From an optimization exercise on the open Yosys and OpenROAD flow, aimed at small area; shortcuts taken in it are not production practice.
Only simulation tests tie the RTL to the original design; equivalence was not proved.
Power figures rest on the tool's default switching activity, not on a simulated workload. The flow treats the clock pin as an ideal source, which a real chip does not have.

==> flow/design.v (excerpt) <==
module cpu_top (
  input  logic        clk,
  input  logic        clrn,
  output logic        imem_req,
  output logic [7:0]  imem_addr,
  input  logic        imem_valid,
  input  logic [31:0] imem_inst,
  output logic [7:0]  pc,
  output logic [31:0] alu_out,
  output logic        zf_out,
  output logic        sf_out,
  output logic        cf_out,
  output logic        retire,
  output logic        halted
);
clock: 10.0 ns
lec_check: 0
abc_area: 1
cap_margin: 20
core_margin: 2
core_utilization: 55
place_density: 0.8
slew_margin: 20
standard.sh (not shown) runs the stock make flow with config.mk's settings and CLKGATE_MAP_FILE= SYNTH_SCRIPT=/design/flow/synth_recipe.tcl, a recipe that flattens the netlist after the stock synthesis.
==> flow/flow/run.sh <==
#!/bin/bash
# Standard ORFS layout with two changes: ports are buffered with the
# smallest buffer, and clock-tree synthesis uses large sink clusters without
# dummy loads. Each step's output goes to its own log in this folder.
set -euo pipefail
export BUFFER_PORTS_ARGS="-buffer_cell sky130_fd_sc_hd__buf_1"
export CTS_ARGS="-sink_clustering_enable -repair_clock_nets -dont_use_dummy_load -sink_clustering_size 32 -sink_clustering_max_diameter 60 -buf_list {sky130_fd_sc_hd__clkbuf_16}"
bash standard.sh synth > synth.log 2>&1
bash standard.sh floorplan > floorplan.log 2>&1
bash standard.sh place > place.log 2>&1
bash standard.sh cts > cts.log 2>&1
bash standard.sh finish > finish.log 2>&1
Rerun with:
--- a/flow/flow/run.sh
+++ b/flow/flow/run.sh
@@ -7 +7 @@
-export CTS_ARGS="-sink_clustering_enable -repair_clock_nets -dont_use_dummy_load -sink_clustering_size 32 -sink_clustering_max_diameter 60 -buf_list {sky130_fd_sc_hd__clkbuf_16}"
+export CTS_ARGS="-sink_clustering_enable -repair_clock_nets -dont_use_dummy_load -sink_clustering_size 20 -sink_clustering_max_diameter 40 -buf_list {sky130_fd_sc_hd__clkbuf_8}"
Effect:
- The new run finished with timing, DRC and antenna clean
- wire length shrinks by 3.4%
- count of clock-buffer cells in the layout rose by 47
- sequential share of layout area decreases by 0.31 points
- non-clock buffer count does not change
- die area is unchanged

---

cpu_top, a different RTL version from the one above (not shown whole).
For scale: about 1,700 cells after synthesis, about 1,100 flip-flops, about 89 I/O pins.
clock: 10.0 ns
lec_check: 0
cap_margin: 20
core_margin: 2
core_utilization: 55
place_density: 0.8
slew_margin: 20
==> flow/flow/run.sh <==
#!/bin/bash
# ORFS layout with three changes from the standard one:
#  - synthesis is the standard synthesis script, except that Yosys's abc
#    pass maps the logic with the area-oriented ABC script flow/area.abc;
#  - ports are buffered with the smallest buffer;
#  - clock-tree synthesis uses large sink clusters and no dummy loads.
# Each step's full output goes to its own log file in this folder.
set -euo pipefail
here=$(pwd)
export BUFFER_PORTS_ARGS="-buffer_cell sky130_fd_sc_hd__buf_1"
export CTS_ARGS="-sink_clustering_enable -repair_clock_nets -dont_use_dummy_load -sink_clustering_size 35 -sink_clustering_max_diameter 60 -buf_list {sky130_fd_sc_hd__clkbuf_16}"
export AREA_ABC_SCRIPT="$here/flow/area.abc"
{
  echo 'proc abc {args} { set i [lsearch -exact $args -script]; if {$i >= 0} { lset args [expr {$i + 1}] $::env(AREA_ABC_SCRIPT) }; yosys abc {*}$args }'
  cat synth_recipe.tcl
} > area_synth.tcl
sed "s#SYNTH_SCRIPT=[^ ]*#SYNTH_SCRIPT=$here/area_synth.tcl#" standard.sh > area_standard.sh
bash area_standard.sh synth > synth.log 2>&1
bash standard.sh floorplan > floorplan.log 2>&1
bash standard.sh place > place.log 2>&1
bash standard.sh cts > cts.log 2>&1
bash standard.sh finish > finish.log 2>&1
==> flow/flow/area.abc <==
strash
fraig
dch -f
amap
topo
Next try:
--- a/flow/flow/run.sh
+++ b/flow/flow/run.sh
@@ -10,3 +10,3 @@
 export BUFFER_PORTS_ARGS="-buffer_cell sky130_fd_sc_hd__buf_1"
-export CTS_ARGS="-sink_clustering_enable -repair_clock_nets -dont_use_dummy_load -sink_clustering_size 35 -sink_clustering_max_diameter 60 -buf_list {sky130_fd_sc_hd__clkbuf_16}"
+export CTS_ARGS="-sink_clustering_enable -repair_clock_nets -dont_use_dummy_load -sink_clustering_size 33 -sink_clustering_max_diameter 100 -buf_list {sky130_fd_sc_hd__clkbuf_16}"
 export AREA_ABC_SCRIPT="$here/flow/area.abc"
Outcome: Core utilization fell by 0.21 points; wire length barely changes; final area drops by 0.34%; area after synthesis does not change; register-to-register slack gains 0.05 ns; die area stays the same; via count is about the same; maximum frequency rose by 0.64%; global-route usage barely changes.
Next try:
==> flow/flow/run.sh (replaced) <==
#!/bin/bash
# Standard ORFS layout with two changes: ports are buffered with the
# smallest buffer, and clock-tree synthesis uses large sink clusters without
# dummy loads. Each step's output goes to its own log in this folder.
set -euo pipefail
export BUFFER_PORTS_ARGS="-buffer_cell sky130_fd_sc_hd__buf_1"
export CTS_ARGS="-sink_clustering_enable -repair_clock_nets -dont_use_dummy_load -sink_clustering_size 35 -sink_clustering_max_diameter 60 -buf_list {sky130_fd_sc_hd__clkbuf_16}"
bash standard.sh synth > synth.log 2>&1
bash standard.sh floorplan > floorplan.log 2>&1
bash standard.sh place > place.log 2>&1
bash standard.sh cts > cts.log 2>&1
bash standard.sh finish > finish.log 2>&1
- ABC_AREA: unset -> 1
removed: flow/flow/area.abc
The changed run went through all stages and came out clean.
Global-route usage increases by 0.92 points.
Worst hold slack gets worse by 0.056 ns.
Cell count increases by 14%.
Design area increases by 3.5%.
Die area increases by 3.4%.
Clock skew increases by 0.043 ns.
Next try:
- ABC_AREA: 1 -> unset
The new run finished with timing, DRC and antenna clean. Total power grows by about a fifth. Hold slack got worse by 0.025 ns. Routed wire length drops by a few percent. Cell count decreases by roughly a tenth. Register-to-register slack gets worse by 0.79 ns. Synthesized area is about the same. Global-route usage is lower by 1.2 points.

## what the ideal ports hide
In the flow no input, the clock included, has a driving cell. The finished layouts below were timed again as built, in two steps.
Step 1: set_driving_cell puts a clkbuf_16 on clk and a buf_2 on each other input, an assumption about the parent block.
Step 2 adds t to the input delays and takes it off the output delays; t is the mean of the earliest and latest rising clock arrival at the registers after step 1. Input paths then give back, and output paths get back, about the clock's delay inside the block.
Three values: no drivers, after step 1, after step 2; two values: the first two.
run | shift t [ns] | setup WS [ns] | latest minus earliest clock arrival (ns) | worst data-port slew with drivers (ns) | pins driven straight from the clock port
the first run of note 1 | 0.646 | 4.449 / 4.449 / 4.449 | 0.100 / 0.101 | 0.07 | 1
the second run of note 1 | 0.706 | 4.475 / 4.475 / 4.475 | 0.171 / 0.171 | 0.07 | 1
the first run of note 2 | 0.641 | 2.451 / 2.451 / 2.451 | 0.079 / 0.080 | 0.05 | 1
the second run of note 2 | 0.642 | 2.499 / 2.499 / 2.499 | 0.068 / 0.068 | 0.05 | 1
the third run of note 2 | 0.648 | 4.478 / 4.478 / 4.478 | 0.109 / 0.109 | 0.05 | 1
the fourth run of note 2 | 0.625 | 3.684 / 3.684 / 3.684 | 0.111 / 0.111 | 0.08 | 1
After both steps setup and hold are still met in every run listed.
